Background: an optimization exercise with open tools, aiming at small area, a short achievable clock period and few clock cycles. Do not read the settings as production practice.
The RTL was checked by simulation tests, not by an equivalence proof against the original design.
Power figures rest on the tool's default switching activity, not on a simulated workload.

Design bf_top, start of the top module:
module bf_top (
	input logic clk,
	input logic clr,
	input logic wb_cyc,
	input logic wb_stb,
	input logic wb_we,
	input bf_pkg::wb_adr_t wb_adr,
	input bf_pkg::wb_dat_t wb_dat_w,
	output bf_pkg::wb_dat_t wb_dat_r,
	output logic wb_ack
);
clock: 6.0 ns
lec_check: 0
abc_area: 1
cap_margin: 20
core_margin: 2
core_utilization: 40
setup_slack_margin: 2.75
slew_margin: 20
run.sh (not shown) runs the stock make flow with config.mk's settings and CLKGATE_MAP_FILE= SYNTH_SCRIPT=/design/flow/synth_recipe.tcl, a recipe that flattens the netlist after the stock synthesis.
The baseline passed the timing, DRC and antenna checks.
Testbench counts at the start, summed over its fixed seeds: cycles 8,804.
Edit:
--- a/flow/design.v
+++ b/flow/design.v
@@ -100,47 +100,46 @@
 	assign a_dst = wb_adr == bf_pkg::ADR_DEST;
 	assign a_stat = wb_adr == bf_pkg::ADR_STATUS;
 	logic src_go, dst_go, ewr, eload, pread;
 	assign src_go = pend && wb_we && a_src && !busy;
 	assign dst_go = pend && wb_we && a_dst && run_done;
 	assign ewr = pend && wb_we && a_edge;
 	assign eload = pend && !wb_we && a_edge && !erd;
 	assign pread = pend && !wb_we && a_path && !walking;
 	logic [31:0] valid, match;
-	bf_pkg::node_t mnode;
 	logic [31:0] nz, valid_q;
 	always_comb begin
 		for (int k = 0; k < 32; k++)
 			nz[k] = |edge_mem[k];
 		valid = ~prefix_or(~nz);
-		mnode = init ? source : e_v;
 		for (int k = 0; k < 32; k++)
-			match[k] = valid_q[k] && (edge_mem[k][bf_pkg::EDGE_FROM_LSB +: 5] == mnode);
+			match[k] = valid_q[k] && (edge_mem[k][bf_pkg::EDGE_FROM_LSB +: 5] == e_v);
 	end
 	bf_pkg::dist_t du, dv;
 	logic r_go, s_go, upd;
 	logic [31:0] gt, d0, d1;
 	bf_pkg::node_t esel;
 	bf_pkg::edge_word_t ew;
-	logic z0, z1;
+	logic z0q, z1q;  
 	assign du = dist_mem[e_u];
 	assign dv = dist_mem[e_v];
 	assign r_go = busy && !init && ph;
 	assign s_go = busy && !init && !ph && !erd;
 	assign upd = s_go && (sumq < {1'b0, dvq});
 	always_comb begin
 		for (int k = 0; k < 32; k++)
-			gt[k] = 5'(k) > cur;
+			gt[k] = !init && (5'(k) > cur);
 		d0 = dirty;
-		d1 = dirty | match;
-	end
-	assign z0 = d0 == '0;
-	assign z1 = d1 == '0;
+		d1 = (init ? '0 : dirty) | match;
+	end
+	bf_pkg::node_t pe0, pe1;
+	assign pe0 = next_set(d0, gt);
+	assign pe1 = next_set(d1, gt);
 	assign esel = upd ? pe1q : (erd ? ra : pe0q);
 	assign ew = edge_mem[esel];
 	bf_pkg::node_t n1;
 	logic stop, wfin;
 	bf_pkg::plen_t plen_now;
 	assign n1 = pred_mem[e_u];
 	assign stop = (e_u == source) || (pi == 6'd0 && du == INF) || (pi == 6'd31);
 	assign wfin = walking && stop;
 	assign plen_now = wfin ? pi + 6'd1 : path_len;
@@ -210,19 +209,19 @@
 				ph <= 1'b0;
 				if (match == '0) begin
 					busy <= 1'b0;
 					run_done <= 1'b1;
 				end
 			end else if (r_go) begin
 				ph <= 1'b0;
 			end else if (s_go) begin
 				ph <= 1'b1;
-				if (upd ? z1 : z0) begin
+				if (upd ? z1q : z0q) begin
 					busy <= 1'b0;
 					run_done <= 1'b1;
 				end
 			end
 			if (dst_go) begin
 				walking <= 1'b1;
 				path_ready <= 1'b0;
 				pi <= '0;
 			end else if (walking) begin
@@ -248,34 +247,39 @@
 		ewa <= wb_adr[4:0];
 		ewd <= wb_dat_w[13:0];
 		if (ewq)
 			edge_mem[ewa] <= ewd;
 		if (eload)
 			ra <= wb_adr[4:0];
 		if (src_go)
 			source <= wb_dat_w[4:0];
 		if (init) begin
-			pe0q <= first_set(match);
+			pe0q <= pe1;
 			sumq <= 8'hff;
+			z0q <= 1'b0;
 		end else if (r_go) begin
-			pe0q <= next_set(d0, gt);
-			pe1q <= next_set(d1, gt);
+			z0q <= d0 == '0;
+			z1q <= d1 == '0;
+			pe0q <= pe0;
+			pe1q <= pe1;
 			sumq <= {1'b0, du} + {4'b0000, e_w};
 			dvq <= dv;
 		end
 		if (init) begin
 			dirty <= match;
 		end else if (s_go) begin
 			dirty <= (upd ? d1 : d0) & ~(32'd1 << esel);
 			cur <= esel;
 		end
 		if (s_go) begin
 			{e_w, e_u, e_v} <= ew;
+		end else if (src_go) begin
+			e_v <= wb_dat_w[4:0];
 		end else if (dst_go) begin
 			e_u <= wb_dat_w[4:0];
 		end else if (walking) begin
 			e_u <= stop ? dest : n1;
 		end else if (pread) begin
 			e_u <= (p_hit || !p_jump) ? n1 : cp_sel;
 		end
 		for (int i = 0; i < bf_pkg::NODE_COUNT; i++) begin
 			if (init)
What happened: The new run passed the timing, DRC and antenna checks. Power drops by 20%. Setup slack is better by 0.0093 ns. Final cell count drops by 7.1%. Clock power falls by about 2%. Worst hold slack gets worse by 0.033 ns. Via count is lower by 5.9%. Die area drops by 3.2%. Register-to-register slack hardly moves.
Testbench counts after the change, summed over its fixed seeds: cycles 8,804.

[static timing again, ports no longer ideal]
The flow's constraints put no driver on any port. The routed layouts listed below were extracted and timed again, unchanged, in two steps. Step 1 sets driving cells, clkbuf_16 on the clock port and buf_2 on the other inputs (assumed; they add their load-dependent delay and slew). Step 2, shift: input delay + t, output delay - t, t = (earliest + latest rising clock arrival at the registers) / 2. This alone moves slack from input paths to output paths. a / b / c = no drivers / after step 1 / after step 2; a / b = the first two.
run	t, ns	setup slack, ns	pins driven straight from the clock port
the first run	0.832	2.621 / 2.621 / 2.072	1
the second run	0.819	2.630 / 2.630 / 2.117	1
After both steps setup and hold are still met in every run listed. For the first run, which loses most, drivers alone change the setup slack by 0.000 ns; drivers and shift together by -0.549 ns.
